This design comes from an exercise in tuning for small area and a short achievable clock period on the open sky130 flow, not from production work.
RTL that was checked went through simulation tests only; none was proved equivalent to the original.

==> inputs of 01-12 <==
==> flow/design.v <==
module pdua #(
  parameter int MAX_WIDTH  = 8,
  parameter int ADDR_WIDTH = 3
) (
  input  logic                  clk,
  input  logic                  rst,
  input  logic                  wr_rdn,
  input  logic                  enaf,
  input  logic [2:0]            selop,
  input  logic [1:0]            shamt,
  output logic                  C,
  output logic                  N,
  output logic                  P,
  output logic                  Z,
  input  logic                  bank_wr_en,
  input  logic [ADDR_WIDTH-1:0] BusB_addr,
  input  logic [ADDR_WIDTH-1:0] BusC_addr,
  input  logic                  sclr,
  input  logic                  ir_en,
  input  logic                  mar_en,
  input  logic                  mdr_en,
  input  logic                  mdr_alu_n,
  output logic [4:0]            out_IR
);
  localparam int W         = MAX_WIDTH;
  localparam int NUM_REGS  = 1 << ADDR_WIDTH;
  localparam int MEM_DEPTH = 1 << MAX_WIDTH;
  localparam int REG_ONE   = 5;
  localparam int REG_ACC   = 7;
  logic [W-1:0] bank [NUM_REGS];
  logic [W-1:0] mar, mdr, ir;
  logic [W-1:0] bus_a, bus_b, bus_c;
  logic [W-1:0] y, s;
  logic         alu_c, s_c;
  assign bus_a = bank[REG_ACC];
  always_comb begin
    bus_b = '0;
    for (int i = 0; i < NUM_REGS; i++)
      if (BusB_addr == ADDR_WIDTH'(i))
        bus_b = (i == REG_ONE) ? W'(1) : bank[i];
  end
  logic [W:0] sum_ab, inc_b, sub_ab;
  assign sum_ab = {1'b0, bus_a} + {1'b0, bus_b};
  assign inc_b  = {1'b0, bus_b} + (W+1)'(1);
  assign sub_ab = {1'b0, bus_a} - {1'b0, bus_b};
  always_comb begin
    case (selop)
      3'b000:  {alu_c, y} = {1'b0, bus_b};
      3'b001:  {alu_c, y} = {1'b0, ~bus_a};
      3'b010:  {alu_c, y} = {1'b0, bus_a & bus_b};
      3'b011:  {alu_c, y} = {1'b0, bus_a | bus_b};
      3'b100:  {alu_c, y} = {1'b0, bus_a ^ bus_b};
      3'b101:  {alu_c, y} = sum_ab;
      3'b110:  {alu_c, y} = inc_b;
      default: {alu_c, y} = sub_ab;
    endcase
  end
  always_comb begin
    case (shamt)
      2'b01:   {s_c, s} = {y, 1'b0};
      2'b10:   {s_c, s} = {y[0], 1'b0, y[W-1:1]};
      default: {s_c, s} = {alu_c, y};
    endcase
  end
  assign bus_c = mdr_alu_n ? mdr : s;
  always_ff @(posedge clk) begin
    for (int i = 0; i < NUM_REGS; i++) begin
      if (i != REG_ONE) begin
        if (rst)
          bank[i] <= '0;
        else if (!sclr && bank_wr_en && BusC_addr == ADDR_WIDTH'(i))
          bank[i] <= bus_c;
      end
    end
  end
  assign bank[REG_ONE] = W'(1);
  logic               ph;
  logic [W-1:0]       mem_q [MEM_DEPTH];
  logic [MEM_DEPTH-1:0] sel, wr, hold;
  logic [W-1:0]       wdat, rd_raw, rd;
  logic               mem_we;
  assign mem_we = wr_rdn && !rst && !sclr;
  always_comb begin
    for (int i = 0; i < MEM_DEPTH; i++) begin
      sel[i]  = (mar == W'(i));
      wr[i]   = sel[i] && mem_we;
      hold[i] = !wr[i];
    end
  end
  assign wdat = mdr ^ {W{ph}};
  always_ff @(posedge clk)
    ph <= !ph;
  for (genvar i = 0; i < MEM_DEPTH; i++) begin : g_word
    for (genvar j = 0; j < W; j++) begin : g_bit
      pdua_mem_bit u_bit (
        .clk  (clk),
        .wr   (wr[i]),
        .hold (hold[i]),
        .wdat (wdat[j]),
        .q    (mem_q[i][j])
      );
    end
  end
  always_comb begin
    rd_raw = '0;
    for (int i = 0; i < MEM_DEPTH; i++)
      rd_raw = rd_raw | (mem_q[i] & {W{sel[i]}});
  end
  assign rd = rd_raw ^ {W{ph}};
  always_ff @(posedge clk) begin
    if (rst || sclr) begin
      C   <= 1'b0;
      N   <= 1'b0;
      P   <= 1'b0;
      Z   <= 1'b0;
      mar <= '0;
      mdr <= '0;
      ir  <= '0;
    end else begin
      if (enaf) begin
        C <= s_c;
        N <= s[W-1];
        P <= ^s;
        Z <= (s == '0);
      end
      if (mar_en)
        mar <= bus_c;
      if (mdr_en)
        mdr <= wr_rdn ? bus_c : rd;
      if (ir_en)
        ir <= mdr;
    end
  end
  assign out_IR = ir[W-1 -: 5];
endmodule
module pdua_mem_bit (
  input  logic clk,
  input  logic wr,
  input  logic hold,
  input  logic wdat,
  output logic q
);
  always_ff @(posedge clk)
    q <= ~((q | wr) & (wdat | hold));
endmodule
==> flow/run.sh <==
#!/bin/bash
# synth_recipe.tcl (not shown) runs the flow's synth.tcl, then flattens the netlist and writes it again
# the make line also repeats each setting of config.mk as NAME=value (left out here)
make -C /OpenROAD-flow-scripts/flow DESIGN_CONFIG=/design/flow/config.mk WORK_HOME=/design/flow/orfs CLKGATE_MAP_FILE= SYNTH_SCRIPT=/design/flow/synth_recipe.tcl finish
==> flow/config.mk <==
export PLATFORM = sky130hd
export DESIGN_NAME = pdua
export DESIGN_NICKNAME = pdua
export VERILOG_FILES = /design/flow/design.v
export SDC_FILE = /design/flow/constraint.sdc
export NUM_CORES = 4
export LEC_CHECK = 0
export CAP_MARGIN = 20
export CORE_MARGIN = 2
export CORE_UTILIZATION = 40
export SETUP_SLACK_MARGIN = 2.6
export SLEW_MARGIN = 20
export SYNTH_HIERARCHICAL = 1
==> flow/constraint.sdc <==
create_clock -name core_clock -period 5.5 [get_ports {clk}]
set_input_delay 1.1000 -clock core_clock [delete_from_list [all_inputs] [get_ports {clk}]]
set_output_delay 1.1000 -clock core_clock [all_outputs]
set_load 0.01 [all_outputs]
==> 06-27 (differences from 01-12) <==
==> flow/design.v, changed modules only <==
module pdua #(
  parameter int MAX_WIDTH  = 8,
  parameter int ADDR_WIDTH = 3
) (
  input  logic                  clk,
  input  logic                  rst,
  input  logic                  wr_rdn,
  input  logic                  enaf,
  input  logic [2:0]            selop,
  input  logic [1:0]            shamt,
  output logic                  C,
  output logic                  N,
  output logic                  P,
  output logic                  Z,
  input  logic                  bank_wr_en,
  input  logic [ADDR_WIDTH-1:0] BusB_addr,
  input  logic [ADDR_WIDTH-1:0] BusC_addr,
  input  logic                  sclr,
  input  logic                  ir_en,
  input  logic                  mar_en,
  input  logic                  mdr_en,
  input  logic                  mdr_alu_n,
  output logic [4:0]            out_IR
);
  localparam int W         = MAX_WIDTH;
  localparam int NUM_REGS  = 1 << ADDR_WIDTH;
  localparam int MEM_DEPTH = 1 << MAX_WIDTH;
  localparam int REG_ONE   = 5;
  localparam int REG_ACC   = 7;
  logic [W-1:0] bank [NUM_REGS];
  logic [W-1:0] mar, mdr, ir;
  logic [W-1:0] bus_a, bus_b, bus_c;
  logic [W-1:0] y, s;
  logic         alu_c, s_c;
  assign bus_a = bank[REG_ACC];
  always_comb begin
    bus_b = '0;
    for (int i = 0; i < NUM_REGS; i++)
      if (BusB_addr == ADDR_WIDTH'(i))
        bus_b = (i == REG_ONE) ? W'(1) : bank[i];
  end
  function automatic logic [W:0] ks_add(input logic [W-1:0] x, input logic [W-1:0] z,
                                        input logic cin);
    logic [W-1:0] g, p, gg, pp, g2, p2;
    logic [W:0]   c;
    g  = x & z;
    p  = x ^ z;
    gg = g;
    gg[0] = g[0] | (p[0] & cin);
    pp = p;
    for (int d = 1; d < W; d = d * 2) begin
      g2 = gg;
      p2 = pp;
      for (int k = d; k < W; k++) begin
        g2[k] = gg[k] | (pp[k] & gg[k-d]);
        p2[k] = pp[k] & pp[k-d];
      end
      gg = g2;
      pp = p2;
    end
    c[0] = cin;
    for (int k = 1; k <= W; k++)
      c[k] = gg[k-1];
    ks_add = {c[W], p ^ c[W-1:0]};
  endfunction
  logic [W:0] sum_ab, inc_b, sub_ab;
  logic       shl, shr;
  assign sum_ab = ks_add(bus_a, bus_b, 1'b0);
  assign sub_ab = ks_add(bus_a, ~bus_b, 1'b1);
  function automatic logic [W:0] ks_inc(input logic [W-1:0] x);
    logic [W-1:0] pp, p2;
    pp = x;
    for (int d = 1; d < W; d = d * 2) begin
      p2 = pp;
      for (int k = d; k < W; k++)
        p2[k] = pp[k] & pp[k-d];
      pp = p2;
    end
    ks_inc = {pp[W-1], x ^ {pp[W-2:0], 1'b1}};
  endfunction
  assign inc_b = ks_inc(bus_b);
  always_comb begin
    case (selop)
      3'b000:  {alu_c, y} = {1'b0, bus_b};
      3'b001:  {alu_c, y} = {1'b0, ~bus_a};
      3'b010:  {alu_c, y} = {1'b0, bus_a & bus_b};
      3'b011:  {alu_c, y} = {1'b0, bus_a | bus_b};
      3'b100:  {alu_c, y} = {1'b0, bus_a ^ bus_b};
      3'b101:  {alu_c, y} = sum_ab;
      3'b110:  {alu_c, y} = inc_b;
      default: {alu_c, y} = {~sub_ab[W], sub_ab[W-1:0]};
    endcase
  end
  assign shl = (shamt == 2'b01);
  assign shr = (shamt == 2'b10);
  always_comb begin
    if (shl)      {s_c, s} = {y, 1'b0};
    else if (shr) {s_c, s} = {y[0], 1'b0, y[W-1:1]};
    else          {s_c, s} = {alu_c, y};
  end
  logic par_y, par_s;
  always_comb begin
    case (selop)
      3'b000:  par_y = ^bus_b;
      3'b001:  par_y = ^(~bus_a);
      3'b010:  par_y = ^(bus_a & bus_b);
      3'b011:  par_y = ^(bus_a | bus_b);
      3'b100:  par_y = ^bus_a ^ ^bus_b;
      3'b101:  par_y = ^sum_ab[W-1:0];
      3'b110:  par_y = ^inc_b[W-1:0];
      default: par_y = ^sub_ab[W-1:0];
    endcase
  end
  assign par_s = par_y ^ (shl & y[W-1]) ^ (shr & y[0]);
  assign bus_c = mdr_alu_n ? mdr : s;
  always_ff @(posedge clk) begin
    for (int i = 0; i < NUM_REGS; i++) begin
      if (i != REG_ONE) begin
        if (rst)
          bank[i] <= '0;
        else if (!sclr && bank_wr_en && BusC_addr == ADDR_WIDTH'(i))
          bank[i] <= bus_c;
      end
    end
  end
  assign bank[REG_ONE] = W'(1);
  logic                 ph;
  logic [W-1:0]         mem_q [MEM_DEPTH];
  logic [MEM_DEPTH-1:0] sel_n, wr;
  logic [W-1:0]         wdat_n, rd_n, rd;
  logic                 mem_we;
  assign mem_we = wr_rdn && !rst && !sclr;
  always_comb begin
    for (int i = 0; i < MEM_DEPTH; i++) begin
      sel_n[i] = (mar != W'(i));
      wr[i]    = (mar == W'(i)) && mem_we;
    end
  end
  assign wdat_n = (mdr ^ {W{ph}}) | {W{!mem_we}};
  always_ff @(posedge clk)
    ph <= !ph;
  for (genvar i = 0; i < MEM_DEPTH; i++) begin : g_word
    for (genvar j = 0; j < W; j++) begin : g_bit
      pdua_mem_bit u_bit (
        .clk  (clk),
        .wr   (wr[i]),
        .hold (sel_n[i]),
        .wdat (wdat_n[j]),
        .q    (mem_q[i][j])
      );
    end
  end
  localparam int NGRP = MEM_DEPTH / 2;
  logic [NGRP-1:0] rd_grp [W];
  for (genvar j = 0; j < W; j++) begin : g_rd
    for (genvar g = 0; g < NGRP; g++) begin : g_grp
      pdua_oai22 u_rd (
        .a0 (sel_n[2*g]),   .b0 (mem_q[2*g][j]),
        .a1 (sel_n[2*g+1]), .b1 (mem_q[2*g+1][j]),
        .y  (rd_grp[j][g])
      );
    end
    assign rd_n[j] = |rd_grp[j];
  end
  assign rd = ~rd_n ^ {W{ph}};
  always_ff @(posedge clk) begin
    if (rst || sclr) begin
      C   <= 1'b0;
      N   <= 1'b0;
      P   <= 1'b0;
      Z   <= 1'b0;
      mar <= '0;
      mdr <= '0;
      ir  <= '0;
    end else begin
      if (enaf) begin
        C <= s_c;
        N <= s[W-1];
        P <= par_s;
        Z <= (s == '0);
      end
      if (mar_en)
        mar <= bus_c;
      if (mdr_en)
        mdr <= wr_rdn ? bus_c : rd;
      if (ir_en)
        ir <= mdr;
    end
  end
  assign out_IR = ir[W-1 -: 5];
endmodule
module pdua_oai22 (
  input  logic a0, b0, a1, b1,
  output logic y
);
  assign y = ~((a0 | b0) & (a1 | b1));
endmodule
Settings changed: CORE_UTILIZATION 40 to 30, SETUP_SLACK_MARGIN 2.6 to 2.0.
==> results.txt <==
	01-12	06-27
Post-Syn Instances	7645	6939
Library cells used by synthesis	85	93
Die X-Extent	441 µm	492 µm
Run status	aborted with a tool error	finished clean
Failing step	global routing (5_1_grt)	-
Fraction of synthesized cell area in xor and xnor cells	0.264%	0.922%
Post-CTS Setup Bufs	275	59
TritonCTS Buffers	221	205
Total number of placement rows	160	179
Warnings from Yosys	13	14
Die Span Y	441 µm	492 µm
Fraction of the mapped netlist area in simple logic gates	8.80%	7.90%
GP Congestion	1.24	0.935
Cell area reported after detailed placement	85700 µm²	78400 µm²
Adder-cell share of the synthesized area	0.701%	0.560%
Function not checked in 01-12: the RTL went through the layout flow alone.

-- what the ideal ports hide --
How much do the figures lean on ideal ports? The routed layout below was timed once more, with nothing changed but the port constraints.
Step 1 (the two cells are an assumption about what drives the block):
set clk [get_ports {clk}]
set_driving_cell -lib_cell sky130_fd_sc_hd__clkbuf_16 $clk
set_driving_cell -lib_cell sky130_fd_sc_hd__buf_2 [delete_from_list [all_inputs] $clk]
Step 2 moves the port delays by t, midway between the first and last clock arrival at a register: inputs arrive t later, outputs are due t later. That takes back most of the time a late clock gives input paths.
Three values: no drivers, after step 1, after step 2; two values: the first two.
run: 06-27
t (ns): 0.948
setup WS [ns]: 1.538 / 1.574 / 0.626
hold slack, ns: 0.442 / 0.442 / 0.442
clock arrival spread, ns: 0.077 / 0.077
cell pins on the clock port's net: 1
After both steps setup and hold are still met in 06-27. For 06-27, drivers alone change the setup slack by +0.036 ns; drivers and shift together by -0.912 ns.
